Background: an optimization exercise with open tools, aiming at small area, a short achievable clock period and few clock cycles. Do not read the settings as production practice.
The RTL was checked by simulation tests, not by an equivalence proof against the original design.
Power and IR drop assume default switching activity.

==> flow/design.v, too long to show whole: its modules and the start of the top module <==
// module dlx_alu: 44 lines
// module booth_mult: 4361 lines
// module booth_enc: 19 lines
// module reg_file: 37 lines
// module dlx_ex_top: 328 lines
module dlx_ex_top (
    input  logic      clk,
    input  logic      rst_n,
    input  logic      issue_valid,
    input  dlx_pkg::func_t issue_func,
    input  dlx_pkg::reg_idx_t issue_rd,
    input  dlx_pkg::reg_idx_t issue_rs1,
    input  dlx_pkg::reg_idx_t issue_rs2,
    input  dlx_pkg::word_t issue_imm,
    input  logic      issue_use_imm,
    output logic      stall,
    output logic      wb_valid,
    output dlx_pkg::reg_idx_t wb_rd,
    output dlx_pkg::word_t wb_data
);
  // ...
==> flow/flow/run.sh <==
#!/bin/bash
# Own layout flow: the standard flow (standard.sh: the standard synthesis,
# then ORFS through finish) with one change: buffer_ports builds the port
# buffers from sky130_fd_sc_hd__buf_4 instead of the delay buffer it picks by
# default, so that timing repair can resize them like any other buffer.
set -euo pipefail
export BUFFER_PORTS_ARGS="-buffer_cell sky130_fd_sc_hd__buf_4"
bash standard.sh finish > standard_flow.log 2>&1
==> flow/standard.sh <==
#!/bin/bash
# synth_recipe.tcl (not shown) runs the flow's synth.tcl, then flattens the netlist and writes it again
# the make line also repeats each setting of config.mk as NAME=value (left out here)
make -C /OpenROAD-flow-scripts/flow DESIGN_CONFIG=/design/flow/config.mk WORK_HOME=/design/flow/orfs CLKGATE_MAP_FILE= SYNTH_SCRIPT=/design/flow/synth_recipe.tcl "${@:-finish}"
==> flow/config.mk <==
export PLATFORM = sky130hd
export DESIGN_NAME = dlx_ex_top
export DESIGN_NICKNAME = dlx_ex_top
export VERILOG_FILES = /design/flow/design.v
export SDC_FILE = /design/flow/constraint.sdc
export NUM_CORES = 4
export LEC_CHECK = 0
export ABC_AREA = 1
export CAP_MARGIN = 20
export CORE_MARGIN = 2
export CORE_UTILIZATION = 35
export CTS_CLUSTER_DIAMETER = 100
export CTS_CLUSTER_SIZE = 20
export PLACE_DENSITY = 0.65
export SETUP_SLACK_MARGIN = 5
export SLEW_MARGIN = 20
==> flow/constraint.sdc <==
create_clock -name core_clock -period 8.0 [get_ports {clk}]
set_input_delay 1.6000 -clock core_clock [delete_from_list [all_inputs] [get_ports {clk}]]
set_output_delay 1.6000 -clock core_clock [all_outputs]
set_load 0.01 [all_outputs]
==> results.txt, run 1 <==
Final #Nets=11.8k; WP depth=8; CP endpoint=em_a[31]$_DFF_P_; vias per std cell=a little over 6; synth cell count leaders=2670 x nand2_1, 1049 x inv_1, 1029 x edfxtp_1; fmax=316 MHz; post-synthesis async set-or-reset flop share=about 3.6%; DR top layer=met5; Worst-Skew Late Latency=0.87 ns; distinct cell type count after synthesis=62; Num CTS Buffers=116; post-synthesis register bit count=1976; area occupied by multi-input gates=about 0.050 mm2; CP delay by family, top=simple AND/OR/NAND/NOR gates; Site Rows=200; Final Cell Area=~0.12 mm2; outcome=no timing/DRC/antenna violations; XOR/XNOR Fraction of Synth Area=around 5%; routed len/inst=32.8 um; cts hold-fix bufs=0; WP buf/inv=3; CTS tree=yes; r2r endpoint=em_a[31]$_DFF_P_; fin. max-slew vios=0; DIE AREA=0.303 mm2; worst hold endpoint=u_mult.r2_0_0$_DFF_P_; M1 WL=172000 um; Seq/total area=43.2%; multi-input logic cell count=7422; highest-count cells in the layout ignoring fill and taps=2613 x nand2_1, 1029 x edfxtp_1, 994 x inv_1; register area share after synthesis=48.0%; diodes inserted=34; largest net degree at the start of global routing=66; clock share of power=between 20 and 30%; total gr overflow=0; placed cell area=about 0.11 mm2; syn avg cell area=9.41 um2; clk slew on worst S/H paths=0.08 ns; sequential share of power=50.7%; Placed Cells=14.7k; M1 GR Usage=38.7%
Testbench counts, summed over its fixed seeds: cycles 3,565.
==> module reg_file, before the edit <==
module reg_file (
    input  logic        clk,
    input  logic        rst_n,
    input  logic [31:1] we,
    input  logic [31:0] wdata,
    input  logic [31:1] sel_a,
    input  logic [31:1] sel_b,     
    input  logic [31:1] sel_bh,    
    output logic [31:1] valid,
    output logic [31:0] qa,
    output logic [31:0] qb
);
    logic [31:0] rf [1:31];
    always_ff @(posedge clk or negedge rst_n)
    begin
        if (!rst_n)
            valid <= '0;
        else
            valid <= valid | we;
    end
    always_ff @(posedge clk)
    begin
        for (int i = 1; i < 32; i++)
            if (we[i])
                rf[i] <= wdata;
    end
    always_comb
    begin
        qa = '0;
        qb = '0;
        for (int i = 1; i < 32; i++)
        begin
            qa = qa | ({32{sel_a[i]}} & rf[i]);
            qb = qb | ({{16{sel_bh[i]}}, {16{sel_b[i]}}} & rf[i]);
        end
    end
endmodule
==> module dlx_ex_top, before the edit <==
module dlx_ex_top (
    input  logic      clk,
    input  logic      rst_n,
    input  logic      issue_valid,
    input  dlx_pkg::func_t issue_func,
    input  dlx_pkg::reg_idx_t issue_rd,
    input  dlx_pkg::reg_idx_t issue_rs1,
    input  dlx_pkg::reg_idx_t issue_rs2,
    input  dlx_pkg::word_t issue_imm,
    input  logic      issue_use_imm,
    output logic      stall,
    output logic      wb_valid,
    output dlx_pkg::reg_idx_t wb_rd,
    output dlx_pkg::word_t wb_data
);
    logic [5:0]  in_func;
    logic [4:0]  in_rd;
    logic [4:0]  in_rs1;
    logic [4:0]  in_rs2;
    logic [31:0] in_imm;
    assign in_func = issue_func;
    assign in_rd   = issue_rd;
    assign in_rs1  = issue_rs1;
    assign in_rs2  = issue_rs2;
    assign in_imm  = issue_imm;
    logic        hold_q;      
    logic        go_q;        
    logic        ir_v;
    logic [5:0]  ir_func;
    logic [4:0]  ir_rd;
    logic [4:0]  ir_rs1;
    logic [4:0]  ir_rs2;
    logic [31:0] ir_imm;
    logic        ir_ui;
    logic        e_v;
    logic        e_wr;
    logic [4:0]  e_rd;
    logic        e_mult;
    logic        e_hi;
    logic        e_add, e_sub, e_and, e_or, e_xor, e_sh, e_sll, e_sra, e_slt, e_sltu, e_lhi;
    logic [31:0] e_a;
    logic [31:0] e_b;
    logic [31:0] em_a;
    logic [31:0] em_b;
    logic        e_a_r1, e_a_r2, e_a_r3, e_a_o, e_b_r1, e_b_r2, e_b_r3, e_b_o;
    logic        v1, wr1, mult1, hi1;
    logic [4:0]  rd1;
    logic [31:0] r1;
    logic        v2, wr2, mult2, hi2;
    logic [4:0]  rd2;
    logic [31:0] r2;
    logic        v3, wr3;
    logic [4:0]  rd3;
    logic [31:0] r3;
    logic [31:0] r3_d;
    logic [31:0] wb_q;
    logic [31:0] r3f;      
    function automatic logic op_hazard(
        input logic [4:0] s, input logic u, input logic t,
        input logic p0_wr, input logic [4:0] p0_rd, input logic p0_mult,
        input logic p1_wr, input logic [4:0] p1_rd, input logic p1_mult, input logic p1_hi,
        input logic p2_wr, input logic [4:0] p2_rd, input logic p2_mult);
        logic m0, m1, m2;
        m0 = p0_wr && p0_rd == s;
        m1 = p1_wr && p1_rd == s;
        m2 = p2_wr && p2_rd == s;
        op_hazard = u && (m0 ? (t || p0_mult) : m1 ? p1_mult : (m2 && p2_mult && t));
    endfunction
    function automatic logic is_mult_f(input logic [5:0] f);
        is_mult_f = (f == 6'h0e) || (f == 6'h16);
    endfunction
    function automatic logic is_shift_f(input logic [5:0] f);
        is_shift_f = (f == 6'h04) || (f == 6'h06) || (f == 6'h07);
    endfunction
    logic d_mult;
    logic d_shift;
    logic d_sub;
    logic d_lhi;
    logic d_wr;
    logic in_mult;
    logic in_shift;
    logic in_lhi;
    logic hold_d;
    assign d_mult   = is_mult_f(ir_func);
    assign d_shift  = is_shift_f(ir_func);
    assign d_sub    = (ir_func == 6'h22) || (ir_func == 6'h2a) || (ir_func == 6'h3a);
    assign d_lhi    = (ir_func == 6'h0f);
    assign d_wr     = ir_v && (ir_rd != 5'd0);
    assign in_mult  = is_mult_f(in_func);
    assign in_shift = is_shift_f(in_func);
    assign in_lhi   = (in_func == 6'h0f);
    assign hold_d = !go_q
        ? op_hazard(ir_rs1, !d_lhi, d_mult,
                    1'b0, 5'd0, 1'b0,  e_wr, e_rd, e_mult, e_hi,  wr1, rd1, mult1)
       || op_hazard(ir_rs2, !ir_ui, d_mult,
                    1'b0, 5'd0, 1'b0,  e_wr, e_rd, e_mult, e_hi,  wr1, rd1, mult1)
        : issue_valid &&
         (op_hazard(in_rs1, !in_lhi, in_mult,
                    d_wr, ir_rd, d_mult,  e_wr, e_rd, e_mult, e_hi,  wr1, rd1, mult1)
       || op_hazard(in_rs2, !issue_use_imm, in_mult,
                    d_wr, ir_rd, d_mult,  e_wr, e_rd, e_mult, e_hi,  wr1, rd1, mult1));
    always_ff @(posedge clk or negedge rst_n)
    begin
        if (!rst_n)
        begin
            hold_q <= 1'b0;
            go_q   <= 1'b1;
            ir_v   <= 1'b0;
        end
        else
        begin
            hold_q <= hold_d;
            go_q   <= !hold_d;
            if (go_q)
                ir_v <= issue_valid;
        end
    end
    always_ff @(posedge clk)
    begin
        if (go_q)
        begin
            ir_func <= in_func;
            ir_rd   <= in_rd;
            ir_rs1  <= in_rs1;
            ir_rs2  <= in_rs2;
            ir_imm  <= in_imm;
            ir_ui   <= issue_use_imm;
        end
    end
    assign stall = hold_q;
    logic [4:0]  next_rs1;
    logic [4:0]  next_rs2;
    logic        next_ui;
    logic [31:1] we_d;
    logic [31:1] we_q;
    logic [31:1] rf_valid;
    logic [31:1] valid_next;
    logic        n1_a, n2_a, n3_a, n1_b, n2_b, n3_b;
    logic        q_me_a, q_me_b, q_m1_a, q_m1_b, q_m2_a, q_m2_b;
    logic        s1_a, s2_a, s3_a, s1_b, s2_b, s3_b, si_b;
    logic [31:1] sel_a_d;
    logic [31:1] sel_b_d;
    logic [31:1] sel_a;
    logic [31:1] sel_b;
    logic [31:1] sel_bh;
    logic [5:0]  next_func;
    logic        next_lo_only;
    logic [31:0] rf_a;
    logic [31:0] rf_b;
    logic [31:0] d_a;
    logic [31:0] d_b;
    assign next_rs1 = go_q ? in_rs1 : ir_rs1;
    assign next_rs2 = go_q ? in_rs2 : ir_rs2;
    assign next_ui  = go_q ? issue_use_imm : ir_ui;
    assign next_func = go_q ? in_func : ir_func;
    assign next_lo_only = (next_func == 6'h0f) || is_shift_f(next_func);
    assign n1_a = e_wr && (e_rd == next_rs1);
    assign n2_a = wr1  && (rd1  == next_rs1);
    assign n3_a = wr2  && (rd2  == next_rs1);
    assign n1_b = e_wr && (e_rd == next_rs2);
    assign n2_b = wr1  && (rd1  == next_rs2);
    assign n3_b = wr2  && (rd2  == next_rs2);
    always_comb
    begin
        for (int i = 1; i < 32; i++)
        begin
            we_d[i]    = wr2 && (rd2 == 5'(i));
            sel_a_d[i] = (next_rs1 == 5'(i)) && valid_next[i] && !n1_a && !n2_a && !n3_a;
            sel_b_d[i] = (next_rs2 == 5'(i)) && valid_next[i] && !n1_b && !n2_b && !n3_b && !next_ui;
        end
    end
    assign valid_next = rf_valid | we_q;
    always_ff @(posedge clk or negedge rst_n)
    begin
        if (!rst_n)
            we_q <= '0;
        else
            we_q <= we_d;
    end
    always_ff @(posedge clk)
    begin
        sel_a  <= sel_a_d;
        sel_b  <= sel_b_d;
        sel_bh <= sel_b_d & {31{!next_lo_only}};
        s1_a   <= n1_a;
        s2_a   <= !n1_a && n2_a;
        s3_a   <= !n1_a && !n2_a && n3_a;
        s1_b   <= !next_ui && n1_b;
        s2_b   <= !next_ui && !n1_b && n2_b;
        s3_b   <= !next_ui && !n1_b && !n2_b && n3_b;
        si_b   <= next_ui;
        q_me_a <= go_q && d_wr && (ir_rd == in_rs1);
        q_me_b <= go_q && d_wr && (ir_rd == in_rs2);
        q_m1_a <= n1_a;
        q_m1_b <= n1_b;
        q_m2_a <= n2_a;
        q_m2_b <= n2_b;
    end
    reg_file u_rf (
        .clk   (clk),
        .rst_n (rst_n),
        .we    (we_q),
        .wdata (r3),
        .sel_a (sel_a),
        .sel_b (sel_b),
        .sel_bh(sel_bh),
        .valid (rf_valid),
        .qa    (rf_a),
        .qb    (rf_b)
    );
    assign d_a = rf_a | ({32{s1_a}} & r1) | ({32{s2_a}} & r2) | ({32{s3_a}} & r3f);
    assign d_b = rf_b | ({32{s1_b}} & r1) | ({32{s2_b}} & r2) | ({32{s3_b}} & r3f)
               | ({32{si_b}} & ir_imm);
    always_ff @(posedge clk or negedge rst_n)
    begin
        if (!rst_n)
        begin
            e_v  <= 1'b0;
            e_wr <= 1'b0;
        end
        else
        begin
            e_v  <= ir_v && go_q;
            e_wr <= d_wr && go_q;
        end
    end
    always_ff @(posedge clk)
    begin
        e_rd   <= ir_rd;
        e_mult <= d_mult;
        e_hi   <= (ir_func == 6'h16);
        e_add  <= (ir_func == 6'h20) || (ir_func == 6'h22);
        e_sub  <= d_sub;
        e_and  <= (ir_func == 6'h24);
        e_or   <= (ir_func == 6'h25);
        e_xor  <= (ir_func == 6'h26);
        e_sh   <= d_shift;
        e_sll  <= (ir_func == 6'h04);
        e_sra  <= (ir_func == 6'h07);
        e_slt  <= (ir_func == 6'h2a);
        e_sltu <= (ir_func == 6'h3a);
        e_lhi  <= d_lhi;
        e_a    <= d_a;
        e_b    <= d_b;
        em_a   <= d_a & {32{d_mult}};
        em_b   <= d_b & {32{d_mult}};
        e_a_r1 <= fx_a && q_me_a;
        e_a_r2 <= fx_a && !q_me_a && q_m1_a;
        e_a_r3 <= fx_a && !q_me_a && !q_m1_a && q_m2_a;
        e_a_o  <= !(fx_a && (q_me_a || q_m1_a || q_m2_a));
        e_b_r1 <= fx_b && q_me_b;
        e_b_r2 <= fx_b && !q_me_b && q_m1_b;
        e_b_r3 <= fx_b && !q_me_b && !q_m1_b && q_m2_b;
        e_b_o  <= !(fx_b && (q_me_b || q_m1_b || q_m2_b));
    end
    logic [31:0] x_a;
    logic [31:0] x_b;
    logic [31:0] alu_res;
    logic [63:0] product;
    logic        fx_a;
    logic        fx_b;
    assign fx_a = !d_mult;
    assign fx_b = !d_mult && !ir_ui;
    assign x_a = ({32{e_a_r1}} & r1) | ({32{e_a_r2}} & r2) | ({32{e_a_r3}} & r3f) | ({32{e_a_o}} & e_a);
    assign x_b = ({32{e_b_r1}} & r1) | ({32{e_b_r2}} & r2) | ({32{e_b_r3}} & r3f) | ({32{e_b_o}} & e_b);
    dlx_alu u_alu (
        .a      (x_a),
        .b      (x_b),
        .c_add  (e_add),
        .c_sub  (e_sub),
        .c_and  (e_and),
        .c_or   (e_or),
        .c_xor  (e_xor),
        .c_sh   (e_sh),
        .c_sll  (e_sll),
        .c_sra  (e_sra),
        .c_slt  (e_slt),
        .c_sltu (e_sltu),
        .c_lhi  (e_lhi),
        .result (alu_res)
    );
    booth_mult u_mult (
        .clk     (clk),
        .a       (em_a),
        .b       (em_b),
        .product (product)
    );
    always_ff @(posedge clk or negedge rst_n)
    begin
        if (!rst_n)
        begin
            v1  <= 1'b0;
            wr1 <= 1'b0;
            v2  <= 1'b0;
            wr2 <= 1'b0;
            v3  <= 1'b0;
            wr3 <= 1'b0;
        end
        else
        begin
            v1  <= e_v;
            wr1 <= e_wr;
            v2  <= v1;
            wr2 <= wr1;
            v3  <= v2;
            wr3 <= wr2;
        end
    end
    assign r3_d = !mult2 ? r2 : hi2 ? product[63:32] : product[31:0];
    always_ff @(posedge clk)
    begin
        rd1   <= e_rd;
        mult1 <= e_mult;
        hi1   <= e_hi;
        r1    <= alu_res;
        rd2   <= rd1;
        mult2 <= mult1;
        hi2   <= hi1;
        r2    <= r1;
        rd3   <= rd2;
        r3    <= r3_d;
        r3f   <= r3_d & {32{wr2}};
        wb_q  <= r3_d & {32{v2}};
    end
    assign wb_valid = v3;
    assign wb_rd    = rd3;
    assign wb_data  = wb_q;
endmodule
==> run 2: changes to the inputs <==
--- a/flow/design.v
+++ b/flow/design.v
@@ -67,17 +67,19 @@
 endmodule
 `timescale 1ns/100ps
 module booth_mult (
     input  logic        clk,
     input  logic [31:0] a,       
     input  logic [31:0] b,       
     output logic [63:0] product  
 );
-    logic [63:0] srow, crow;
+    logic [63:0] pq, gq;
+    logic [63:0] gk [0:6];
+    logic [63:0] pk [0:6];
     logic [16:0] one;
     logic [15:0] two, neg;
     booth_enc u_enc (.b (b), .one (one), .two (two), .neg (neg));
     logic pp_0_0;
     logic pp_0_1;
     logic pp_0_2;
     logic pp_0_3;
     logic pp_0_4;
@@ -2061,135 +2063,16 @@
     logic s1105;
     logic c1106;
     logic s1107;
     logic c1108;
     logic s1109;
     logic c1110;
     logic s1111;
     logic c1112;
-    logic r2_0_0;
-    logic r2_0_1;
-    logic r2_1_0;
-    logic r2_2_0;
-    logic r2_3_0;
-    logic r2_4_0;
-    logic r2_5_0;
-    logic r2_6_0;
-    logic r2_7_0;
-    logic r2_7_1;
-    logic r2_8_0;
-    logic r2_8_1;
-    logic r2_9_0;
-    logic r2_9_1;
-    logic r2_10_0;
-    logic r2_10_1;
-    logic r2_11_0;
-    logic r2_11_1;
-    logic r2_12_0;
-    logic r2_12_1;
-    logic r2_13_0;
-    logic r2_13_1;
-    logic r2_14_0;
-    logic r2_14_1;
-    logic r2_15_0;
-    logic r2_15_1;
-    logic r2_16_0;
-    logic r2_16_1;
-    logic r2_17_0;
-    logic r2_17_1;
-    logic r2_18_0;
-    logic r2_18_1;
-    logic r2_19_0;
-    logic r2_19_1;
-    logic r2_20_0;
-    logic r2_20_1;
-    logic r2_21_0;
-    logic r2_21_1;
-    logic r2_22_0;
-    logic r2_22_1;
-    logic r2_23_0;
-    logic r2_23_1;
-    logic r2_24_0;
-    logic r2_24_1;
-    logic r2_25_0;
-    logic r2_25_1;
-    logic r2_26_0;
-    logic r2_27_0;
-    logic r2_27_1;
-    logic r2_28_0;
-    logic r2_28_1;
-    logic r2_29_0;
-    logic r2_29_1;
-    logic r2_30_0;
-    logic r2_30_1;
-    logic r2_31_0;
-    logic r2_31_1;
-    logic r2_32_0;
-    logic r2_32_1;
-    logic r2_33_0;
-    logic r2_33_1;
-    logic r2_34_0;
-    logic r2_34_1;
-    logic r2_35_0;
-    logic r2_35_1;
-    logic r2_36_0;
-    logic r2_36_1;
-    logic r2_37_0;
-    logic r2_37_1;
-    logic r2_38_0;
-    logic r2_38_1;
-    logic r2_39_0;
-    logic r2_39_1;
-    logic r2_40_0;
-    logic r2_40_1;
-    logic r2_41_0;
-    logic r2_41_1;
-    logic r2_42_0;
-    logic r2_42_1;
-    logic r2_43_0;
-    logic r2_43_1;
-    logic r2_44_0;
-    logic r2_44_1;
-    logic r2_45_0;
-    logic r2_45_1;
-    logic r2_46_0;
-    logic r2_46_1;
-    logic r2_47_0;
-    logic r2_47_1;
-    logic r2_48_0;
-    logic r2_48_1;
-    logic r2_49_0;
-    logic r2_49_1;
-    logic r2_50_0;
-    logic r2_50_1;
-    logic r2_51_0;
-    logic r2_51_1;
-    logic r2_52_0;
-    logic r2_52_1;
-    logic r2_53_0;
-    logic r2_53_1;
-    logic r2_54_0;
-    logic r2_54_1;
-    logic r2_55_0;
-    logic r2_55_1;
-    logic r2_56_0;
-    logic r2_56_1;
-    logic r2_57_0;
-    logic r2_57_1;
-    logic r2_58_0;
-    logic r2_58_1;
-    logic r2_59_0;
-    logic r2_59_1;
-    logic r2_60_0;
-    logic r2_61_0;
-    logic r2_61_1;
-    logic r2_62_0;
-    logic r2_63_0;
-    logic r2_63_1;
     assign pp_0_0 = ((one[0] & a[0])) ^ neg[0];
     assign pp_0_1 = ((one[0] & a[1]) | (two[0] & a[0])) ^ neg[0];
     assign pp_0_2 = ((one[0] & a[2]) | (two[0] & a[1])) ^ neg[0];
     assign pp_0_3 = ((one[0] & a[3]) | (two[0] & a[2])) ^ neg[0];
     assign pp_0_4 = ((one[0] & a[4]) | (two[0] & a[3])) ^ neg[0];
     assign pp_0_5 = ((one[0] & a[5]) | (two[0] & a[4])) ^ neg[0];
     assign pp_0_6 = ((one[0] & a[6]) | (two[0] & a[5])) ^ neg[0];
     assign pp_0_7 = ((one[0] & a[7]) | (two[0] & a[6])) ^ neg[0];
@@ -3868,145 +3751,34 @@
     assign s1105 = c1038 ^ s1039;
     assign c1106 = c1038 & s1039;
     assign s1107 = c1040 ^ s1041;
     assign c1108 = c1040 & s1041;
     assign s1109 = c1042 ^ s1043;
     assign c1110 = c1042 & s1043;
     assign s1111 = c1044 ^ s937;
     assign c1112 = c1044 & s937;
-    assign srow[0] = r2_0_0;
-    assign crow[0] = r2_0_1;
-    assign srow[1] = r2_1_0;
-    assign crow[1] = 1'b0;
-    assign srow[2] = r2_2_0;
-    assign crow[2] = 1'b0;
-    assign srow[3] = r2_3_0;
-    assign crow[3] = 1'b0;
-    assign srow[4] = r2_4_0;
-    assign crow[4] = 1'b0;
-    assign srow[5] = r2_5_0;
-    assign crow[5] = 1'b0;
-    assign srow[6] = r2_6_0;
-    assign crow[6] = 1'b0;
-    assign srow[7] = r2_7_0;
-    assign crow[7] = r2_7_1;
-    assign srow[8] = r2_8_0;
-    assign crow[8] = r2_8_1;
-    assign srow[9] = r2_9_0;
-    assign crow[9] = r2_9_1;
-    assign srow[10] = r2_10_0;
-    assign crow[10] = r2_10_1;
-    assign srow[11] = r2_11_0;
-    assign crow[11] = r2_11_1;
-    assign srow[12] = r2_12_0;
-    assign crow[12] = r2_12_1;
-    assign srow[13] = r2_13_0;
-    assign crow[13] = r2_13_1;
-    assign srow[14] = r2_14_0;
-    assign crow[14] = r2_14_1;
-    assign srow[15] = r2_15_0;
-    assign crow[15] = r2_15_1;
-    assign srow[16] = r2_16_0;
-    assign crow[16] = r2_16_1;
-    assign srow[17] = r2_17_0;
-    assign crow[17] = r2_17_1;
-    assign srow[18] = r2_18_0;
-    assign crow[18] = r2_18_1;
-    assign srow[19] = r2_19_0;
-    assign crow[19] = r2_19_1;
-    assign srow[20] = r2_20_0;
-    assign crow[20] = r2_20_1;
-    assign srow[21] = r2_21_0;
-    assign crow[21] = r2_21_1;
-    assign srow[22] = r2_22_0;
-    assign crow[22] = r2_22_1;
-    assign srow[23] = r2_23_0;
-    assign crow[23] = r2_23_1;
-    assign srow[24] = r2_24_0;
-    assign crow[24] = r2_24_1;
-    assign srow[25] = r2_25_0;
-    assign crow[25] = r2_25_1;
-    assign srow[26] = r2_26_0;
-    assign crow[26] = 1'b0;
-    assign srow[27] = r2_27_0;
-    assign crow[27] = r2_27_1;
-    assign srow[28] = r2_28_0;
-    assign crow[28] = r2_28_1;
-    assign srow[29] = r2_29_0;
-    assign crow[29] = r2_29_1;
-    assign srow[30] = r2_30_0;
-    assign crow[30] = r2_30_1;
-    assign srow[31] = r2_31_0;
-    assign crow[31] = r2_31_1;
-    assign srow[32] = r2_32_0;
-    assign crow[32] = r2_32_1;
-    assign srow[33] = r2_33_0;
-    assign crow[33] = r2_33_1;
-    assign srow[34] = r2_34_0;
-    assign crow[34] = r2_34_1;
-    assign srow[35] = r2_35_0;
-    assign crow[35] = r2_35_1;
-    assign srow[36] = r2_36_0;
-    assign crow[36] = r2_36_1;
-    assign srow[37] = r2_37_0;
-    assign crow[37] = r2_37_1;
-    assign srow[38] = r2_38_0;
-    assign crow[38] = r2_38_1;
-    assign srow[39] = r2_39_0;
-    assign crow[39] = r2_39_1;
-    assign srow[40] = r2_40_0;
-    assign crow[40] = r2_40_1;
-    assign srow[41] = r2_41_0;
-    assign crow[41] = r2_41_1;
-    assign srow[42] = r2_42_0;
-    assign crow[42] = r2_42_1;
-    assign srow[43] = r2_43_0;
-    assign crow[43] = r2_43_1;
-    assign srow[44] = r2_44_0;
-    assign crow[44] = r2_44_1;
-    assign srow[45] = r2_45_0;
-    assign crow[45] = r2_45_1;
-    assign srow[46] = r2_46_0;
-    assign crow[46] = r2_46_1;
-    assign srow[47] = r2_47_0;
-    assign crow[47] = r2_47_1;
-    assign srow[48] = r2_48_0;
-    assign crow[48] = r2_48_1;
-    assign srow[49] = r2_49_0;
-    assign crow[49] = r2_49_1;
-    assign srow[50] = r2_50_0;
-    assign crow[50] = r2_50_1;
-    assign srow[51] = r2_51_0;
-    assign crow[51] = r2_51_1;
-    assign srow[52] = r2_52_0;
-    assign crow[52] = r2_52_1;
-    assign srow[53] = r2_53_0;
-    assign crow[53] = r2_53_1;
-    assign srow[54] = r2_54_0;
-    assign crow[54] = r2_54_1;
-    assign srow[55] = r2_55_0;
-    assign crow[55] = r2_55_1;
-    assign srow[56] = r2_56_0;
-    assign crow[56] = r2_56_1;
-    assign srow[57] = r2_57_0;
-    assign crow[57] = r2_57_1;
-    assign srow[58] = r2_58_0;
-    assign crow[58] = r2_58_1;
-    assign srow[59] = r2_59_0;
-    assign crow[59] = r2_59_1;
-    assign srow[60] = r2_60_0;
-    assign crow[60] = 1'b0;
-    assign srow[61] = r2_61_0;
-    assign crow[61] = r2_61_1;
-    assign srow[62] = r2_62_0;
-    assign crow[62] = 1'b0;
-    assign srow[63] = r2_63_0;
-    assign crow[63] = r2_63_1;
-    assign product = srow + crow;
+    always_comb
+    begin
+        gk[0] = gq;
+        pk[0] = pq;
+        for (int l = 0; l < 6; l++)
+            for (int i = 0; i < 64; i++)
+                if (i >= (1 << l))
+                begin
+                    gk[l+1][i] = gk[l][i] | (pk[l][i] & gk[l][i - (1 << l)]);
+                    pk[l+1][i] = pk[l][i] & pk[l][i - (1 << l)];
+                end
+                else
+                begin
+                    gk[l+1][i] = gk[l][i];
+                    pk[l+1][i] = pk[l][i];
+                end
+    end
+    assign product = pq ^ {gk[6][62:0], 1'b0};
     always_ff @(posedge clk)
     begin
             r1_0_0 <= pp_0_0;
             r1_0_1 <= neg[0];
             r1_1_0 <= pp_0_1;
             r1_2_0 <= s1;
             r1_3_0 <= s377;
             r1_4_0 <= c378;
@@ -4301,135 +4073,144 @@
             r1_60_0 <= c632;
             r1_60_1 <= s633;
             r1_61_0 <= c634;
             r1_61_1 <= c372;
             r1_61_2 <= s373;
             r1_62_0 <= c374;
             r1_62_1 <= s375;
             r1_63_0 <= s635;
-            r2_0_0 <= r1_0_0;
-            r2_0_1 <= r1_0_1;
-            r2_1_0 <= r1_1_0;
-            r2_2_0 <= r1_2_0;
-            r2_3_0 <= r1_3_0;
-            r2_4_0 <= s637;
-            r2_5_0 <= s819;
-            r2_6_0 <= s943;
-            r2_7_0 <= c944;
-            r2_7_1 <= s945;
-            r2_8_0 <= c946;
-            r2_8_1 <= s947;
-            r2_9_0 <= c948;
-            r2_9_1 <= s949;
-            r2_10_0 <= c950;
-            r2_10_1 <= s951;
-            r2_11_0 <= c952;
-            r2_11_1 <= s953;
-            r2_12_0 <= c954;
-            r2_12_1 <= s955;
-            r2_13_0 <= c956;
-            r2_13_1 <= s957;
-            r2_14_0 <= c958;
-            r2_14_1 <= s959;
-            r2_15_0 <= c960;
-            r2_15_1 <= s961;
-            r2_16_0 <= c962;
-            r2_16_1 <= s963;
-            r2_17_0 <= c964;
-            r2_17_1 <= s965;
-            r2_18_0 <= c966;
-            r2_18_1 <= s967;
-            r2_19_0 <= c968;
-            r2_19_1 <= s969;
-            r2_20_0 <= c970;
-            r2_20_1 <= s971;
-            r2_21_0 <= c972;
-            r2_21_1 <= s973;
-            r2_22_0 <= c974;
-            r2_22_1 <= s975;
-            r2_23_0 <= c976;
-            r2_23_1 <= s977;
-            r2_24_0 <= c978;
-            r2_24_1 <= s979;
-            r2_25_0 <= c980;
-            r2_25_1 <= s981;
-            r2_26_0 <= s1049;
-            r2_27_0 <= c1050;
-            r2_27_1 <= s1051;
-            r2_28_0 <= c1052;
-            r2_28_1 <= s1053;
-            r2_29_0 <= c1054;
-            r2_29_1 <= s1055;
-            r2_30_0 <= c1056;
-            r2_30_1 <= s1057;
-            r2_31_0 <= c1058;
-            r2_31_1 <= s1059;
-            r2_32_0 <= c1060;
-            r2_32_1 <= s1061;
-            r2_33_0 <= c1062;
-            r2_33_1 <= s1063;
-            r2_34_0 <= c1064;
-            r2_34_1 <= s1065;
-            r2_35_0 <= c1066;
-            r2_35_1 <= s1067;
-            r2_36_0 <= c1068;
-            r2_36_1 <= s1069;
-            r2_37_0 <= c1070;
-            r2_37_1 <= s1071;
-            r2_38_0 <= c1072;
-            r2_38_1 <= s1073;
-            r2_39_0 <= c1074;
-            r2_39_1 <= s1075;
-            r2_40_0 <= c1076;
-            r2_40_1 <= s1077;
-            r2_41_0 <= c1078;
-            r2_41_1 <= s1079;
-            r2_42_0 <= c1080;
-            r2_42_1 <= s1081;
-            r2_43_0 <= c1082;
-            r2_43_1 <= s1083;
-            r2_44_0 <= c1084;
-            r2_44_1 <= s1085;
-            r2_45_0 <= c1086;
-            r2_45_1 <= s1087;
-            r2_46_0 <= c1088;
-            r2_46_1 <= s1089;
-            r2_47_0 <= c1090;
-            r2_47_1 <= s1091;
-            r2_48_0 <= c1092;
-            r2_48_1 <= s1093;
-            r2_49_0 <= c1094;
-            r2_49_1 <= s1095;
-            r2_50_0 <= c1096;
-            r2_50_1 <= s1097;
-            r2_51_0 <= c1098;
-            r2_51_1 <= s1099;
-            r2_52_0 <= c1100;
-            r2_52_1 <= s1101;
-            r2_53_0 <= c1102;
-            r2_53_1 <= s1103;
-            r2_54_0 <= c1104;
-            r2_54_1 <= s1105;
-            r2_55_0 <= c1106;
-            r2_55_1 <= s1107;
-            r2_56_0 <= c1108;
-            r2_56_1 <= s1109;
-            r2_57_0 <= c1110;
-            r2_57_1 <= s1111;
-            r2_58_0 <= c1112;
-            r2_58_1 <= s1045;
-            r2_59_0 <= c1046;
-            r2_59_1 <= s939;
-            r2_60_0 <= s1047;
-            r2_61_0 <= c1048;
-            r2_61_1 <= s817;
-            r2_62_0 <= s941;
-            r2_63_0 <= c942;
-            r2_63_1 <= r1_63_0;
+            pq[0] <= r1_0_0 ^ r1_0_1;
+            gq[0] <= r1_0_0 & r1_0_1;
+            pq[1] <= r1_1_0 ^ 1'b0;
+            gq[1] <= r1_1_0 & 1'b0;
+            pq[2] <= r1_2_0 ^ 1'b0;
+            gq[2] <= r1_2_0 & 1'b0;
+            pq[3] <= r1_3_0 ^ 1'b0;
+            gq[3] <= r1_3_0 & 1'b0;
+            pq[4] <= s637 ^ 1'b0;
+            gq[4] <= s637 & 1'b0;
+            pq[5] <= s819 ^ 1'b0;
+            gq[5] <= s819 & 1'b0;
+            pq[6] <= s943 ^ 1'b0;
+            gq[6] <= s943 & 1'b0;
+            pq[7] <= c944 ^ s945;
+            gq[7] <= c944 & s945;
+            pq[8] <= c946 ^ s947;
+            gq[8] <= c946 & s947;
+            pq[9] <= c948 ^ s949;
+            gq[9] <= c948 & s949;
+            pq[10] <= c950 ^ s951;
+            gq[10] <= c950 & s951;
+            pq[11] <= c952 ^ s953;
+            gq[11] <= c952 & s953;
+            pq[12] <= c954 ^ s955;
+            gq[12] <= c954 & s955;
+            pq[13] <= c956 ^ s957;
+            gq[13] <= c956 & s957;
+            pq[14] <= c958 ^ s959;
+            gq[14] <= c958 & s959;
+            pq[15] <= c960 ^ s961;
+            gq[15] <= c960 & s961;
+            pq[16] <= c962 ^ s963;
+            gq[16] <= c962 & s963;
+            pq[17] <= c964 ^ s965;
+            gq[17] <= c964 & s965;
+            pq[18] <= c966 ^ s967;
+            gq[18] <= c966 & s967;
+            pq[19] <= c968 ^ s969;
+            gq[19] <= c968 & s969;
+            pq[20] <= c970 ^ s971;
+            gq[20] <= c970 & s971;
+            pq[21] <= c972 ^ s973;
+            gq[21] <= c972 & s973;
+            pq[22] <= c974 ^ s975;
+            gq[22] <= c974 & s975;
+            pq[23] <= c976 ^ s977;
+            gq[23] <= c976 & s977;
+            pq[24] <= c978 ^ s979;
+            gq[24] <= c978 & s979;
+            pq[25] <= c980 ^ s981;
+            gq[25] <= c980 & s981;
+            pq[26] <= s1049 ^ 1'b0;
+            gq[26] <= s1049 & 1'b0;
+            pq[27] <= c1050 ^ s1051;
+            gq[27] <= c1050 & s1051;
+            pq[28] <= c1052 ^ s1053;
+            gq[28] <= c1052 & s1053;
+            pq[29] <= c1054 ^ s1055;
+            gq[29] <= c1054 & s1055;
+            pq[30] <= c1056 ^ s1057;
+            gq[30] <= c1056 & s1057;
+            pq[31] <= c1058 ^ s1059;
+            gq[31] <= c1058 & s1059;
+            pq[32] <= c1060 ^ s1061;
+            gq[32] <= c1060 & s1061;
+            pq[33] <= c1062 ^ s1063;
+            gq[33] <= c1062 & s1063;
+            pq[34] <= c1064 ^ s1065;
+            gq[34] <= c1064 & s1065;
+            pq[35] <= c1066 ^ s1067;
+            gq[35] <= c1066 & s1067;
+            pq[36] <= c1068 ^ s1069;
+            gq[36] <= c1068 & s1069;
+            pq[37] <= c1070 ^ s1071;
+            gq[37] <= c1070 & s1071;
+            pq[38] <= c1072 ^ s1073;
+            gq[38] <= c1072 & s1073;
+            pq[39] <= c1074 ^ s1075;
+            gq[39] <= c1074 & s1075;
+            pq[40] <= c1076 ^ s1077;
+            gq[40] <= c1076 & s1077;
+            pq[41] <= c1078 ^ s1079;
+            gq[41] <= c1078 & s1079;
+            pq[42] <= c1080 ^ s1081;
+            gq[42] <= c1080 & s1081;
+            pq[43] <= c1082 ^ s1083;
+            gq[43] <= c1082 & s1083;
+            pq[44] <= c1084 ^ s1085;
+            gq[44] <= c1084 & s1085;
+            pq[45] <= c1086 ^ s1087;
+            gq[45] <= c1086 & s1087;
+            pq[46] <= c1088 ^ s1089;
+            gq[46] <= c1088 & s1089;
+            pq[47] <= c1090 ^ s1091;
+            gq[47] <= c1090 & s1091;
+            pq[48] <= c1092 ^ s1093;
+            gq[48] <= c1092 & s1093;
+            pq[49] <= c1094 ^ s1095;
+            gq[49] <= c1094 & s1095;
+            pq[50] <= c1096 ^ s1097;
+            gq[50] <= c1096 & s1097;
+            pq[51] <= c1098 ^ s1099;
+            gq[51] <= c1098 & s1099;
+            pq[52] <= c1100 ^ s1101;
+            gq[52] <= c1100 & s1101;
+            pq[53] <= c1102 ^ s1103;
+            gq[53] <= c1102 & s1103;
+            pq[54] <= c1104 ^ s1105;
+            gq[54] <= c1104 & s1105;
+            pq[55] <= c1106 ^ s1107;
+            gq[55] <= c1106 & s1107;
+            pq[56] <= c1108 ^ s1109;
+            gq[56] <= c1108 & s1109;
+            pq[57] <= c1110 ^ s1111;
+            gq[57] <= c1110 & s1111;
+            pq[58] <= c1112 ^ s1045;
+            gq[58] <= c1112 & s1045;
+            pq[59] <= c1046 ^ s939;
+            gq[59] <= c1046 & s939;
+            pq[60] <= s1047 ^ 1'b0;
+            gq[60] <= s1047 & 1'b0;
+            pq[61] <= c1048 ^ s817;
+            gq[61] <= c1048 & s817;
+            pq[62] <= s941 ^ 1'b0;
+            gq[62] <= s941 & 1'b0;
+            pq[63] <= c942 ^ r1_63_0;
+            gq[63] <= c942 & r1_63_0;
     end
 endmodule
 module booth_enc (
     input  logic [31:0] b,
     output logic [16:0] one,
     output logic [15:0] two,
     output logic [15:0] neg
 );
@@ -4448,18 +4229,17 @@
 endmodule
 `timescale 1ns/100ps
 module reg_file (
     input  logic        clk,
     input  logic        rst_n,
     input  logic [31:1] we,
     input  logic [31:0] wdata,
     input  logic [31:1] sel_a,
-    input  logic [31:1] sel_b,     
-    input  logic [31:1] sel_bh,    
+    input  logic [31:1] sel_b,
     output logic [31:1] valid,
     output logic [31:0] qa,
     output logic [31:0] qb
 );
     logic [31:0] rf [1:31];
     always_ff @(posedge clk or negedge rst_n)
     begin
         if (!rst_n)
@@ -4475,17 +4255,17 @@
     end
     always_comb
     begin
         qa = '0;
         qb = '0;
         for (int i = 1; i < 32; i++)
         begin
             qa = qa | ({32{sel_a[i]}} & rf[i]);
-            qb = qb | ({{16{sel_bh[i]}}, {16{sel_b[i]}}} & rf[i]);
+            qb = qb | ({32{sel_b[i]}} & rf[i]);
         end
     end
 endmodule
 `timescale 1ns/100ps
 `timescale 1ns/100ps
 `timescale 1ns/100ps
 module dlx_ex_top (
     input  logic      clk,
@@ -4524,18 +4304,16 @@
     logic        e_v;
     logic        e_wr;
     logic [4:0]  e_rd;
     logic        e_mult;
     logic        e_hi;
     logic        e_add, e_sub, e_and, e_or, e_xor, e_sh, e_sll, e_sra, e_slt, e_sltu, e_lhi;
     logic [31:0] e_a;
     logic [31:0] e_b;
-    logic [31:0] em_a;
-    logic [31:0] em_b;
     logic        e_a_r1, e_a_r2, e_a_r3, e_a_o, e_b_r1, e_b_r2, e_b_r3, e_b_o;
     logic        v1, wr1, mult1, hi1;
     logic [4:0]  rd1;
     logic [31:0] r1;
     logic        v2, wr2, mult2, hi2;
     logic [4:0]  rd2;
     logic [31:0] r2;
     logic        v3, wr3;
@@ -4626,28 +4404,23 @@
     logic [31:1] valid_next;
     logic        n1_a, n2_a, n3_a, n1_b, n2_b, n3_b;
     logic        q_me_a, q_me_b, q_m1_a, q_m1_b, q_m2_a, q_m2_b;
     logic        s1_a, s2_a, s3_a, s1_b, s2_b, s3_b, si_b;
     logic [31:1] sel_a_d;
     logic [31:1] sel_b_d;
     logic [31:1] sel_a;
     logic [31:1] sel_b;
-    logic [31:1] sel_bh;
-    logic [5:0]  next_func;
-    logic        next_lo_only;
     logic [31:0] rf_a;
     logic [31:0] rf_b;
     logic [31:0] d_a;
     logic [31:0] d_b;
     assign next_rs1 = go_q ? in_rs1 : ir_rs1;
     assign next_rs2 = go_q ? in_rs2 : ir_rs2;
     assign next_ui  = go_q ? issue_use_imm : ir_ui;
-    assign next_func = go_q ? in_func : ir_func;
-    assign next_lo_only = (next_func == 6'h0f) || is_shift_f(next_func);
     assign n1_a = e_wr && (e_rd == next_rs1);
     assign n2_a = wr1  && (rd1  == next_rs1);
     assign n3_a = wr2  && (rd2  == next_rs1);
     assign n1_b = e_wr && (e_rd == next_rs2);
     assign n2_b = wr1  && (rd1  == next_rs2);
     assign n3_b = wr2  && (rd2  == next_rs2);
     always_comb
     begin
@@ -4665,17 +4438,16 @@
             we_q <= '0;
         else
             we_q <= we_d;
     end
     always_ff @(posedge clk)
     begin
         sel_a  <= sel_a_d;
         sel_b  <= sel_b_d;
-        sel_bh <= sel_b_d & {31{!next_lo_only}};
         s1_a   <= n1_a;
         s2_a   <= !n1_a && n2_a;
         s3_a   <= !n1_a && !n2_a && n3_a;
         s1_b   <= !next_ui && n1_b;
         s2_b   <= !next_ui && !n1_b && n2_b;
         s3_b   <= !next_ui && !n1_b && !n2_b && n3_b;
         si_b   <= next_ui;
         q_me_a <= go_q && d_wr && (ir_rd == in_rs1);
@@ -4687,17 +4459,16 @@
     end
     reg_file u_rf (
         .clk   (clk),
         .rst_n (rst_n),
         .we    (we_q),
         .wdata (r3),
         .sel_a (sel_a),
         .sel_b (sel_b),
-        .sel_bh(sel_bh),
         .valid (rf_valid),
         .qa    (rf_a),
         .qb    (rf_b)
     );
     assign d_a = rf_a | ({32{s1_a}} & r1) | ({32{s2_a}} & r2) | ({32{s3_a}} & r3f);
     assign d_b = rf_b | ({32{s1_b}} & r1) | ({32{s2_b}} & r2) | ({32{s3_b}} & r3f)
                | ({32{si_b}} & ir_imm);
     always_ff @(posedge clk or negedge rst_n)
@@ -4726,18 +4497,16 @@
         e_sh   <= d_shift;
         e_sll  <= (ir_func == 6'h04);
         e_sra  <= (ir_func == 6'h07);
         e_slt  <= (ir_func == 6'h2a);
         e_sltu <= (ir_func == 6'h3a);
         e_lhi  <= d_lhi;
         e_a    <= d_a;
         e_b    <= d_b;
-        em_a   <= d_a & {32{d_mult}};
-        em_b   <= d_b & {32{d_mult}};
         e_a_r1 <= fx_a && q_me_a;
         e_a_r2 <= fx_a && !q_me_a && q_m1_a;
         e_a_r3 <= fx_a && !q_me_a && !q_m1_a && q_m2_a;
         e_a_o  <= !(fx_a && (q_me_a || q_m1_a || q_m2_a));
         e_b_r1 <= fx_b && q_me_b;
         e_b_r2 <= fx_b && !q_me_b && q_m1_b;
         e_b_r3 <= fx_b && !q_me_b && !q_m1_b && q_m2_b;
         e_b_o  <= !(fx_b && (q_me_b || q_m1_b || q_m2_b));
@@ -4765,18 +4534,18 @@
         .c_sra  (e_sra),
         .c_slt  (e_slt),
         .c_sltu (e_sltu),
         .c_lhi  (e_lhi),
         .result (alu_res)
     );
     booth_mult u_mult (
         .clk     (clk),
-        .a       (em_a),
-        .b       (em_b),
+        .a       (e_a),
+        .b       (e_b),
         .product (product)
     );
     always_ff @(posedge clk or negedge rst_n)
     begin
         if (!rst_n)
         begin
             v1  <= 1'b0;
             wr1 <= 1'b0;
--- a/flow/config.mk
+++ b/flow/config.mk
@@ -6,11 +6,11 @@
 export NUM_CORES = 4
 export LEC_CHECK = 0
 export ABC_AREA = 1
 export CAP_MARGIN = 20
 export CORE_MARGIN = 2
 export CORE_UTILIZATION = 35
 export CTS_CLUSTER_DIAMETER = 100
 export CTS_CLUSTER_SIZE = 20
-export PLACE_DENSITY = 0.65
+export PLACE_DENSITY = 0.5
 export SETUP_SLACK_MARGIN = 5
 export SLEW_MARGIN = 20
==> results.txt, run 2 <==
Non-Filler Instances=15.0k (was 15.1k); Area Overhead vs Synth=13.1% (was 11.7%); largest net degree at the start of global routing=63 (was 66); H-tree level count=3 (unchanged); vias per std cell=6.10 (was 6.15); post-synth top area cell=edfxtp_1 (unchanged); DIE AREA=0.296 mm2 (was 0.303 mm2); reg2reg start=s3_b$_DFF_P_ (was s1_a$_DFF_P_); r2r endpoint=e_b[5]$_DFF_P_ (was em_a[31]$_DFF_P_); Sum Neg Setup Slack=0 ns (unchanged); total gr overflow=0 (unchanged); Site Rows=198 (was 200); initial drt markers=15.6k (was 16.9k); path depth of the worst reg2reg path=7 (was 8); top-area cell type share of the netlist area=30.4% (was 29.5%); syn_nets=11.7k (was 11.9k); Num CTS Buffers=110 (was 116); I/O Pins=96 (unchanged); Die Y=544 um (was 551 um); DP Wirelength=357000 um (was 315000 um); distinct cell type count after synthesis=70 (was 62); register bank with the most flops=u_rf.rf (unchanged); Tot GR Track Use=35.6% (was 31.5%); CORE AREA=0.291 mm2 (was 0.297 mm2); antenna violations before repair=56 (was 34); fmax=309 MHz (was 316 MHz); most frequent cell after synthesis=nand2_1 (unchanged); Placed Cells=14.6k (was 14.7k); post-synthesis async set-or-reset flop share=3.83% (was 3.64%); Max IR drop VDD=0.000406 V (was 0.000235 V); vias in the first global route=86.0k (was 87.2k); number of synthesized flops with an enable pin=1035 (was 1029); Die X=544 um (was 551 um); fin. max-slew vios=0 (unchanged); pwr/cell area=366 mW/mm2 (was 196 mW/mm2); CP endpoint=e_b[5]$_DFF_P_ (was em_a[31]$_DFF_P_); largest registers=u_rf.rf (992), u_mult.pq (64), u_mult.gq (54); max_cap viols=0 (unchanged); Fin Hold WS=0.337 ns (was 0.330 ns); GR Util met3=13.9% (was 14.4%); CP required=8.33 ns (was 8.71 ns); CTS tree=yes (unchanged); vias=91.4k (was 92.7k); post-route clock period utilization=40.5% (was 39.6%); crit path from=s3_b$_DFF_P_ (was s1_a$_DFF_P_); clock buffer depth=3 (unchanged); clk slew on worst S/H paths=0.09 ns (was 0.08 ns); Port Buffers=95 (unchanged); Leak=47.0 nW (was 48.2 nW); clk sinks=1880 (was 1976); cts hold-fix bufs=0 (unchanged); M1 GR Usage=46.9% (was 38.7%); total power=42.3 mW (was 22.9 mW); root buf cell=clkbuf_16 (unchanged); Worst EP arrival=3.57 ns (was 3.87 ns); Pre-antenna DRT Iters=7 (was 9); Rel. slew slack=12.6% (was 20.2%); Mapped Cells=10.9k (was 11.1k); Syn. warnings=7 (was 5); Starting Density=35.1% (was 35.2%); met2 Use GR=49.2% (was 44.3%); Routed Antenna Nets=0 (unchanged); Worst-Skew Late Latency=0.87 ns (about the same); crit start category=flip-flop (unchanged); outcome=no timing/DRC/antenna violations (unchanged); drt drc=0 (unchanged); first-pass GRT wire length=726000 um (was 674000 um); ranking of synthesized cells by area=edfxtp_1 30%, dfxtp_1 15%, nand2_1 10% (was edfxtp_1 30%, dfxtp_1 17%, nand2_1 9.6%); syn avg cell area=9.36 um2 (was 9.41 um2); max reg flops=992 (unchanged); HP Class=flip-flop to flip-flop (unchanged); Crit. End Element=flip-flop (unchanged); routed len/inst=36.3 um (was 32.8 um); most common cell after layout, fill and taps aside=nand2_1 (unchanged); r2r setup slk=4.76 ns (was 4.83 ns); Most Used Layer, Global Route=met2 (unchanged); worst-margin pin slew=1.31 ns (was 1.19 ns); skew final=0.142 ns (was 0.147 ns); gpl congestion=1.06 (was 1.04); Final Hold Viols=0 (unchanged); hold depth=0 (unchanged); crit-path max FO=18 (was 27); final number of setup-violating endpoints=0 (unchanged); Final #Nets=11.7k (was 11.8k); routed wire length=544000 um (was 495000 um); fraction of layout cells with a size suffix above 1=12.2% (was 10.8%); synthesized cell area=0.102 mm2 (was 0.105 mm2); register area share after synthesis=47.4% (was 48.0%); highest-count cells in the layout ignoring fill and taps=2722 x nand2_1, 1035 x edfxtp_1, 989 x inv_1 (was 2613 x nand2_1, 1029 x edfxtp_1, 994 x inv_1); top_reg_cell synth=edfxtp_1 (unchanged); post-synthesis register bit count=1880 (was 1976); synth cell count leaders=2768 x nand2_1, 1081 x inv_1, 1035 x edfxtp_1 (was 2670 x nand2_1, 1049 x inv_1, 1029 x edfxtp_1); Tmin final=3.24 ns (was 3.17 ns); Crit Path Category=flip-flop to flip-flop (unchanged); RSZ-0062 raised after global routing=true (unchanged)
[run 2: changes by cell type after synthesis, sizes merged, moves of 31 or more]
cell and change:
clkbuf -112, a22o -103, dfxtp -102, buf +56, nand2 +114, nor2 -74
inv +31, nand3 -33, nor4 -52
[run 2: logic make-up after synthesis]
| kind of cell | Yosys count | synth area share [%] |
|---|---|---|
| AO/OA/AOI/OAI | 1609 | 10.3 |
| flip-flops | 1880 | 47.4 |
| adder cells (fa/ha/maj) | 708 | 12.1 |
| AND/OR/NAND/NOR | 4405 | 18.4 |
| multiplexers | 2 | 0.0221 |
| buffers and inverters | 1700 | 6.50 |
| XOR/XNOR | 606 | 5.23 |
[run 2: power breakdown]
group          switching, mW  internal [mW]  total (mW)
sequential              1.45           12.0        13.5
combinational           14.4           7.96        22.4
clock                   3.66           2.74        6.40
total                   19.5           22.7        42.3
[run 2: final cells by class]
cell class              count  area (um2)
repair buffers            467        4350
well taps                3900        4880
multi-input cells        7336       49500
clock inverters            22         360
fillers                 28700      175000
repair inverters            2        23.8
clock buffers             177        3020
diodes                     77         193
inverters                1113        4470
flip-flops and latches   1880       48700
[run 2: worst min path at each step]
stage | from | to
after global placement | u_mult.r1_1_0$_DFF_P_ | u_mult.pq[1]$_DFF_P_
final | hi1$_DFF_P_ | hi2$_DFF_P_
after detailed placement | u_mult.r1_1_0$_DFF_P_ | u_mult.pq[1]$_DFF_P_
after global routing | hi1$_DFF_P_ | hi2$_DFF_P_
after CTS | hi1$_DFF_P_ | hi2$_DFF_P_
after floorplan | e_hi$_DFF_P_ | hi1$_DFF_P_
[run 2: worst max-delay path: stages, from the launching register on]
cell and delay (ns):
dfxtp_2 0.50, buf_6 0.32, nand2_1 0.09, o211ai_1 0.11
a221oi_2 0.40, nand4_1 0.24, nor3_2 0.23, nand4_1 0.79
[run 2: through the flow]
step | util [%] | setup WS, ns | cell area (um2)
2_1_floorplan | - | 5.07 | 102000
3_3_place_gp | 36.9 | 3.87 | 107000
3_5_place_dp | 36.9 | 3.93 | 107000
4_1_cts | 38.9 | 4.86 | 113000
5_1_grt | 39.7 | 4.73 | 115000
6_report | 39.7 | 4.76 | 115000
[run 2: per-layer routing]
layer  routed length, um  up-vias
met5                 412        -
met4               39700       40
met3               79400     1639
met2              215000     7404
met1              210000    45300
li1                    -    37000
[run 2: timing repair]
action / CTS / global route
pin swaps: 43 / 103
endpoints found under the setup margin: 398 / 210
buffers inserted: 54 / 73
gates resized for setup: 445 / 415
hold endpoints to repair: 0 / 0
cloned: 10 / 5
Testbench counts of run 2, summed over its fixed seeds: cycles 3,565.
==> run 3: changes to the inputs <==
--- a/flow/config.mk
+++ b/flow/config.mk
@@ -13,3 +13,3 @@
 export CTS_CLUSTER_SIZE = 20
-export PLACE_DENSITY = 0.5
+export PLACE_DENSITY = 0.65
 export SETUP_SLACK_MARGIN = 5
==> results.txt, run 3 <==
outcome=no timing/DRC/antenna violations (unchanged); Pre-antenna DRT Iters=10 (was 7); final number of setup-violating endpoints=0 (unchanged); Final Hold Viols=0 (unchanged); Starting Density=35.1% (unchanged); CTS tree=yes (unchanged); routed len/inst=32.2 um (was 36.3 um); DR WL met2=194000 um (was 215000 um); met3 WL=75800 um (was 79400 um); cts hold-fix bufs=0 (unchanged); fin. max-slew vios=0 (unchanged); first-pass GRT wire length=653000 um (was 726000 um); clk sinks=1880 (unchanged); post-synthesis async set-or-reset flop share=3.83% (unchanged); most common cell after layout, fill and taps aside=nand2_1 (unchanged); synthesized cell area=0.102 mm2 (unchanged); syn_nets=11.7k (unchanged); initial drt markers=16.3k (was 15.6k); syn avg cell area=9.36 um2 (unchanged); clock buffer depth=3 (unchanged); ranking of synthesized cells by area=edfxtp_1 30%, dfxtp_1 15%, nand2_1 10% (unchanged); I/O Pins=96 (unchanged); crit start category=flip-flop (unchanged); r2r setup slk=4.91 ns (was 4.76 ns); H-tree level count=3 (unchanged); HP Class=flip-flop to flip-flop (unchanged); area occupied by multi-input gates=0.0492 mm2 (was 0.0495 mm2); vias in the first global route=85.0k (was 86.0k); total gr overflow=0 (unchanged); post-synth top area cell=edfxtp_1 (unchanged); Syn. warnings=7 (unchanged); synth cell count leaders=2768 x nand2_1, 1081 x inv_1, 1035 x edfxtp_1 (unchanged); worst-margin pin slew=1.18 ns (was 1.31 ns); Site Rows=198 (unchanged); pwr/cell area=356 mW/mm2 (was 366 mW/mm2); Placed Cells=14.5k (was 14.6k); distinct cell type count after synthesis=70 (unchanged); highest-count cells in the layout ignoring fill and taps=2703 x nand2_1, 1035 x edfxtp_1, 1024 x inv_1 (was 2722 x nand2_1, 1035 x edfxtp_1, 989 x inv_1); critical hold path startpoint=u_mult.r1_2_0$_DFF_P_ (was hi1$_DFF_P_); Leak=46.7 nW (was 47.0 nW); DIE AREA=0.296 mm2 (unchanged); Non-Filler Instances=14.9k (was 15.0k); Max IR drop VDD=0.000382 V (was 0.000406 V); Worst-Skew Late Latency=0.86 ns (was 0.87 ns); crit path from=sel_a[15]$_DFF_P_ (was s3_b$_DFF_P_); Tot GR Track Use=31.3% (was 35.6%); M1 WL=165000 um (was 210000 um); register bank with the most flops=u_rf.rf (unchanged); routed wire length=479000 um (was 544000 um); drt drc=0 (unchanged); antenna violations before repair=28 (was 56); Die Y=544 um (unchanged); post-route clock period utilization=38.6% (was 40.5%); RSZ-0062 raised after global routing=true (unchanged); max_cap viols=0 (unchanged); max reg flops=992 (unchanged); CORE AREA=0.291 mm2 (unchanged); Area Overhead vs Synth=12.0% (was 13.1%); fraction of layout cells with a size suffix above 1=11.2% (was 12.2%); post-synthesis register bit count=1880 (unchanged); Crit. End Element=flip-flop (unchanged); root buf cell=clkbuf_16 (unchanged); DP Wirelength=311000 um (was 357000 um); number of fill cells=28.8k (was 28.7k); gpl congestion=1.05 (was 1.06); top-area cell type share of the netlist area=30.4% (unchanged); Num CTS Buffers=111 (was 110); most frequent cell after synthesis=nand2_1 (unchanged); Die X=544 um (unchanged); Crit Path Category=flip-flop to flip-flop (unchanged); vias=90.6k (was 91.4k); Port Buffers=95 (unchanged); top_reg_cell synth=edfxtp_1 (unchanged); Routed Antenna Nets=0 (unchanged); reg2reg start=sel_a[15]$_DFF_P_ (was s3_b$_DFF_P_); Mapped Cells=10.9k (unchanged); largest registers=u_rf.rf (992), u_mult.pq (64), u_mult.gq (54) (unchanged); crit-path max FO=21 (was 18); largest net degree at the start of global routing=64 (was 63); skew final=0.0962 ns (was 0.142 ns); Tmin final=3.09 ns (was 3.24 ns); clk slew on worst S/H paths=0.09 ns (about the same); Final #Nets=11.6k (was 11.7k); Fin Hold WS=0.327 ns (was 0.337 ns); register area share after synthesis=47.4% (unchanged); CP required=8.48 ns (was 8.33 ns); register area=0.0486 mm2 (was 0.0487 mm2); Rel. slew slack=21.2% (was 12.6%); vias per std cell=6.09 (was 6.10); Worst EP arrival=3.57 ns (about the same); number of synthesized flops with an enable pin=1035 (unchanged); fmax=324 MHz (was 309 MHz); DR top layer=met5 (unchanged); Sum Neg Setup Slack=0 ns (unchanged)
run 3: cell counts after synthesis:
Identical to the previous run, type by type.
run 3: timing repair:
item / CTS / global route
hold endpoints to repair: 0 / 0
setup endpoints to repair: 333 / 231
pin swaps: 35 / 98
buffers inserted: 58 / 65
gates cloned: 6 / 6
resized for setup: 330 / 384
run 3: kinds of logic (layout without fill, tap and decap cells):
logic type | count (synthesis) | in the layout | synth area share [%]
AOI/OAI and AO/OA | 1609 | 1609 | 10.3
xor gates and xnor gates | 606 | 606 | 5.23
adders and majority gates | 708 | 708 | 12.1
buffers and inverters | 1700 | 1741 | 6.50
DFF | 1880 | 1880 | 47.4
muxes | 2 | 2 | 0.0221
other | 0 | 20 | 0
and+or+nand+nor | 4405 | 4411 | 18.4
run 3: layer usage:
layer / vias up / GRT usage, %
li1: 36900 / -
met1: 43300 / 38.3
met2: 8180 / 44.9
met3: 2172 / 12.1
met4: 26 / 21.9
met5: - / 0.211
run 3: critical path, cell delays in order (launching register included):
cell and delay (ns):
dfxtp_2 0.57, buf_4 0.44, nand2_1 0.14, nand4_1 0.09
a21oi_1 0.14, nand4_1 0.20, a2111oi_1 0.47, nand4_1 0.66
run 3: path summary, 6_finish.rpt:
kind	end	depth (start not counted)
max in group asynchronous	we_q[23]$_DFF_PN0_	2
hold / removal	u_mult.pq[2]$_DFF_P_	0
min in group asynchronous	v1$_DFF_PN0_	1
hold reg to reg	u_mult.pq[2]$_DFF_P_	0
setup reg to reg	e_a[20]$_DFF_P_	7
setup / recovery	e_a[20]$_DFF_P_	7
run 3: where the power goes:
| part | leakage (nW) | internal, mW | switching, mW |
|---|---|---|---|
| clock | 1.64 | 2.75 | 3.59 |
| combinational | 28.0 | 7.57 | 13.3 |
| sequential | 17.0 | 12.0 | 1.46 |
| total | 46.7 | 22.3 | 18.4 |
run 3: final cells by class:
type | count | area share, %
multi-input combinational | 7336 | 43.0
sequential | 1880 | 42.5
tap | 3900 | 4.27
inverter | 1113 | 3.82
timing repair buffer | 426 | 3.28
clock buffer | 174 | 2.65
clock inverter | 25 | 0.361
antenna | 20 | 0.0438
timing repair inverter | 3 | 0.0208
run 3: stage by stage:
step / setup slack [ns] / util (%) / instance area, um2 / total power, mW
2_1_floorplan: 5.07 / - / 102000 / 25.0
3_3_place_gp: 3.79 / 36.8 / 107000 / 32.7
3_5_place_dp: 3.78 / 36.8 / 107000 / 33.1
4_1_cts: 4.88 / 38.6 / 112000 / 39.7
5_1_grt: 4.86 / 39.3 / 114000 / 43.4
6_report: 4.91 / 39.4 / 114000 / 40.7

-- static timing again, ports no longer ideal --
No port has a modelled driver above. Below, the same layouts with a new extraction and two added sets of constraints. Step 1 assumes that a clkbuf_16 drives the clock port and a buf_2 every other input. Step 2 moves the port delays by t, midway between the first and last clock arrival at a register: inputs arrive t later, outputs are due t later. That takes back most of the time a late clock gives input paths. a / b / c = ideal ports / drivers / drivers and shift; a / b = the first two.
| run | t, ns | setup slack, ns | worst hold slack (ns) |
|---|---|---|---|
| run 1 | 0.896 | 4.833 / 4.833 / 4.543 | 0.330 / 0.330 / 0.330 |
| run 2 | 0.899 | 4.761 / 4.761 / 4.252 | 0.337 / 0.337 / 0.337 |
| run 3 | 0.916 | 4.914 / 4.914 / 4.256 | 0.327 / 0.327 / 0.327 |
After both steps every run listed still meets setup and hold. For run 3, which loses most, drivers alone change the setup slack by 0.000 ns; drivers and shift together by -0.658 ns.
